Context: an optimization exercise on an open-source flow, tuned for small area, a short achievable clock period and few clock cycles per item. The choices shown serve that exercise and are no tape-out recipe. At most, simulation tests tie the RTL to the original design; equivalence was not proved.

==> flow/design.v (excerpt) <==
module two_point_weight_conversion #(
    parameter int SAMPLE_BITS = 16
) (
    input  logic                   clk,
    input  logic                   rst_n,
    input  logic                   cfg_we,
    input  logic [1:0]             cfg_index,
    input  logic [15:0]            cfg_data,
    input  logic                   in_valid,
    output logic                   in_stall,
    input  logic [SAMPLE_BITS-1:0] adc_sample,
    output logic                   out_valid,
    input  logic                   out_stall,
    output logic [31:0]            weight_value,
    output logic                   below_zero,
    output logic                   span_error
);
clock: 10.0 ns
lec_check: 0
cap_margin: 20
core_margin: 2
core_utilization: 40
slew_margin: 20
standard.sh (not shown) runs the stock make flow with config.mk's settings and CLKGATE_MAP_FILE= SYNTH_SCRIPT=/design/flow/synth_recipe.tcl, a recipe that flattens the netlist after the stock synthesis.
==> flow/flow/run.sh <==
#!/bin/bash
# Standard layout, with timing repair aimed at a setup slack of 6.2 ns.
set -euo pipefail
bash standard.sh SETUP_SLACK_MARGIN=6.2 finish > standard_flow.log 2>&1
test -f out/final.def
Testbench counts at the start, summed over its fixed seeds: cycles 11,400, items 9,600.
Change:
- ABC_AREA: default -> 1
=>
- The new run went through all stages and came out clean
- utilization came out lower by 0.65 points
- worst setup slack improves by 0.090 ns
- routed wire length came out higher by 18%
- sequential share of layout area came out lower by 1.2 points
- hold slack degrades by 0.011 ns
- sequential cell count does not change
- die area came out higher by 5.1%
- clock-buffer cell count came out lower by 17
- first-iteration DRC count came out higher by 39%
- global-route usage came out higher by 2.8 points
Change:
==> flow/flow/run.sh (replaced) <==
#!/bin/bash
# Standard layout, with timing repair aimed at a setup slack of 6.6 ns.
set -euo pipefail
bash standard.sh SETUP_SLACK_MARGIN=6.6 finish > standard_flow.log 2>&1
test -f out/final.def
- ABC_AREA: 1 -> default
After rerunning:
- The new run completed without violations
- cell area came out higher by 2.0%
- wire length shrinks by 12%
- worst setup slack is worse by 0.071 ns
- clock skew is about the same
Change:
==> flow/flow/run.sh (replaced) <==
#!/bin/bash
# Standard layout, with timing repair aimed at a setup slack of 6.4 ns.
set -euo pipefail
bash standard.sh SETUP_SLACK_MARGIN=6.4 finish > standard_flow.log 2>&1
test -f out/final.def
After rerunning:
- The new run ran to the end with no violations
- count of clock-buffer cells in the layout is lower by 12
- setup slack got worse by 0.019 ns
- hold slack stays flat
- wire length is lower by about 2%
- via count is lower by 2.1%
- global-route usage is lower by 0.36 points
- cell area is lower by about 3.4%

* * *

Another version of the RTL of two_point_weight_conversion (not shown whole).
Size in the first run: about 940 flip-flops, about 63,000 sq um of cells after synthesis.
Settings: LEC_CHECK=0, CAP_MARGIN=20, CORE_MARGIN=2, CORE_UTILIZATION=40, SLEW_MARGIN=20; clock period 10.0 ns.
==> flow/flow/run.sh <==
#!/bin/bash
# Standard layout, with timing repair aimed at a setup slack of 6.5 ns.
set -euo pipefail
bash standard.sh SETUP_SLACK_MARGIN=6.5 finish > standard_flow.log 2>&1
test -f out/final.def
The baseline passed the timing, DRC and antenna checks.
Rerun with:
==> flow/flow/run.sh (replaced) <==
#!/bin/bash
# Standard layout, with timing repair aimed at a setup slack of 6.2 ns.
set -euo pipefail
bash standard.sh SETUP_SLACK_MARGIN=6.2 finish > standard_flow.log 2>&1
test -f out/final.def
--- a/flow/config.mk
+++ b/flow/config.mk
@@ -9,3 +9,3 @@
 export CORE_MARGIN = 2
-export CORE_UTILIZATION = 40
+export CORE_UTILIZATION = 55
 export SLEW_MARGIN = 20
The changed run finished clean.
Via count is lower by 2.3%.
Cell area fell by 4.2%.
Wire length falls by 3.7%.
Synthesized cell count is unchanged.
Rerun with:
--- a/flow/config.mk
+++ b/flow/config.mk
@@ -9,3 +9,3 @@
 export CORE_MARGIN = 2
-export CORE_UTILIZATION = 55
+export CORE_UTILIZATION = 40
 export SLEW_MARGIN = 20
Utilization went down by 16 points. Area after synthesis is unchanged. First-iteration DRC count went up by 7.1%. Flip-flop and latch count stays the same. Worst hold slack hardly moves. Routed wire length rose by 2.6%. Non-clock buffer count decreases by 2.
No run of this note included a check of the RTL's function; only the layout flow was run.

[what the ideal ports hide]
How much do the figures lean on ideal ports? The routed layouts below were timed once more, with nothing changed but the port constraints. Step 1 assumes that a clkbuf_16 drives the clock port and a buf_2 every other input. Step 2 times the ports against the registers' clock, not the clock port: input delays grow and output delays shrink by t, the midpoint of the rising clock arrivals with the driver on. a / b / c = ideal / step 1 / step 2; a / b = the first two.
run | shift t [ns] | setup slack, ns | latest minus earliest clock arrival (ns) | worst data-port slew with drivers (ns) | cell pins on the clock port's net
the first run of note 1 | 0.796 | 6.268 / 6.213 / 5.646 | 0.036 / 0.036 | 0.04 | 1
the second run of note 1 | 0.809 | 6.357 / 6.275 / 5.753 | 0.047 / 0.047 | 0.21 | 1
the third run of note 1 | 0.805 | 6.287 / 6.287 / 5.995 | 0.045 / 0.044 | 0.04 | 1
the fourth run of note 1 | 0.793 | 6.268 / 6.268 / 5.699 | 0.047 / 0.047 | 0.04 | 1
the first run of note 2 | 0.802 | 6.384 / 6.384 / 5.902 | 0.041 / 0.041 | 0.06 | 1
the second run of note 2 | 0.781 | 6.170 / 6.137 / 5.451 | 0.044 / 0.044 | 0.04 | 1
the third run of note 2 | 0.809 | 6.281 / 6.205 / 5.544 | 0.042 / 0.042 | 0.05 | 1
After both steps every run listed still meets setup and hold. The setup slack of the third run of note 2, which loses most, moves by -0.076 ns with the drivers and by -0.737 ns with both steps.
